From an optimization exercise on the open Yosys and OpenROAD flow, aimed at a short achievable clock period and few clock cycles; shortcuts taken in it are not production practice.
The RTL was checked by simulation tests, not by an equivalence proof against the original design.

## the baseline
// io_dma
module io_dma #(
   parameter int DI = 4,    
   parameter int DO = 2     
) (
   input  wire         clk,
   input  wire         rst,
   input  wire [15:0]  cpu0_instr,
   input  wire         cpu0_mon,
   input  wire         cpu0_vld,
   input  wire [23:0]  cpu0_aj,
   input  wire [23:0]  cpu0_ak,
   output logic [23:0] cpu0_ai,
   input  wire [15:0]  cpu1_instr,
   input  wire         cpu1_mon,
   input  wire         cpu1_vld,
   input  wire [23:0]  cpu1_aj,
   input  wire [23:0]  cpu1_ak,
   output logic [23:0] cpu1_ai,
   input  wire [15:0]  in0_data,
   input  wire [15:0]  in1_data,
   input  wire [1:0]   in_vld,
   output wire [1:0]   in_rdy,
   output wire [15:0]  out0_data,
   output wire [15:0]  out1_data,
   output wire [1:0]   out_vld,
   input  wire [1:0]   out_rdy,
   output logic        mem_req,
   output logic        mem_wr,
   output logic [21:0] mem_addr,
   output logic [63:0] mem_wdata,
   input  wire         mem_ack,
   input  wire [63:0]  mem_rdata
);
==> module chan_rx, before the edit <==
module chan_rx #(
   parameter int DEPTH = 4
) (
   input  wire         clk,
   input  wire         rst,
   input  wire [15:0]  i_data,
   input  wire         i_vld,
   output logic        o_rdy,
   input  wire         i_pop,
   output logic        o_avail,
   output logic [63:0] o_head
);
   localparam int PW = $clog2(DEPTH);
   logic             take;
   logic [1:0]       hc;
   logic [63:0]      fifo [DEPTH];
   logic [PW-1:0]    wp, rp;
   logic [PW:0]      cnt, cnt_n;
   logic             push;
   logic             rdy_i;    
   assign take    = i_vld && rdy_i;
   assign push    = take && (hc == 2'd3);
   assign cnt_n   = cnt + (PW+1)'(push) - (PW+1)'(i_pop);
   assign o_avail = (cnt != '0);
   assign o_head  = fifo[rp];
   always_ff @(posedge clk)
   begin
      if (take)
         fifo[wp][63 - 16*hc -: 16] <= i_data;
   end
   always_ff @(posedge clk)
   begin
      if (rst)
      begin
         hc     <= '0;
         wp     <= '0;
         rp     <= '0;
         cnt    <= '0;
         o_rdy  <= 1'b0;
         rdy_i  <= 1'b0;
      end
      else
      begin
         if (take)
            hc <= hc + 2'd1;
         if (push)
            wp <= wp + PW'(1);
         if (i_pop)
            rp <= rp + PW'(1);
         cnt   <= cnt_n;
         o_rdy <= (cnt_n != (PW+1)'(DEPTH));
         rdy_i <= (cnt_n < (PW+1)'(DEPTH));
      end
   end
endmodule
clock: 6.0 ns
lec_check: 0
abc_clock_period_in_ps: 2000
cap_margin: 20
core_margin: 2
core_utilization: 55
cts_cluster_diameter: 120
cts_cluster_size: 22
setup_slack_margin: 4.0
slew_margin: 20
run.sh (not shown) runs the stock make flow with config.mk's settings and CLKGATE_MAP_FILE= SYNTH_SCRIPT=/design/flow/synth_recipe.tcl, a recipe that flattens the netlist after the stock synthesis.
Both conditions hold for the baseline: the flow ran to the end and the final layout passed the timing, design-rule and antenna checks.
Testbench counts of the baseline, summed over its fixed seeds: cycles 3,219.
For the candidate, these inputs were changed with respect to the baseline:
diff --git a/flow/design.v b/flow/design.v
--- a/flow/design.v
+++ b/flow/design.v
@@ -100,7 +100,7 @@
          if (i_pop)
             rp <= rp + PW'(1);
          cnt   <= cnt_n;
-         o_rdy <= (cnt_n != (PW+1)'(DEPTH));
+         o_rdy <= (cnt_n < (PW+1)'(DEPTH));
          rdy_i <= (cnt_n < (PW+1)'(DEPTH));
       end
    end
Notes after the runs:
- On maximum clock frequency, the baseline and the candidate are basically level.
- Between the baseline and the candidate, the difference in adder-cell share of the synthesized area is negligible.
- Going from the baseline to the candidate, buffer share of cell area rose by 0.38 points; y dimension of the die stayed essentially flat; well-tap cell count fell by about 4%.
- The register area share after synthesis on the candidate is in line with that on the baseline.
- Diff the candidate..the baseline | final area | negligible
- Summary of the candidate over the baseline: worst setup slack went down; non-clock buffer count went up.
- Per the comparison of the candidate with the baseline, register bit total from synthesis essentially unchanged; number of global-route vias before repair went down 0.71%.
- Comparing the baseline with the candidate, the simple logic cell fraction of the synthesized area came out essentially unchanged.
- Count of TritonRoute iterations in the first routing pass: the candidate vs the baseline up 1
Testbench counts of the candidate, summed over its fixed seeds: cycles 3,219.

==> separate check: timing with driven ports <==
Ports are ideal in the flow. The routed layouts listed here were re-timed in OpenROAD.
Step 1 sets driving cells, clkbuf_16 on the clock port and buf_2 on the other inputs (assumed; they add their load-dependent delay and slew).
Step 2 also shifts input and output timing later by t, the mid clock arrival at the registers, as if the neighbouring blocks saw the same clock.
Slacks: no drivers / after step 1 / after step 2; pairs: no drivers / after step 1.
run | shift t [ns] | setup slack, ns | clock arrival spread, ns
the baseline | 0.775 | 3.573 / 3.494 / 3.108 | 0.034 / 0.034
the candidate | 0.766 | 3.568 / 3.493 / 3.107 | 0.029 / 0.030
After both steps setup and hold are still met in every run listed. The setup slack of the baseline, which loses most, moves by -0.079 ns with the drivers and by -0.465 ns with both steps.
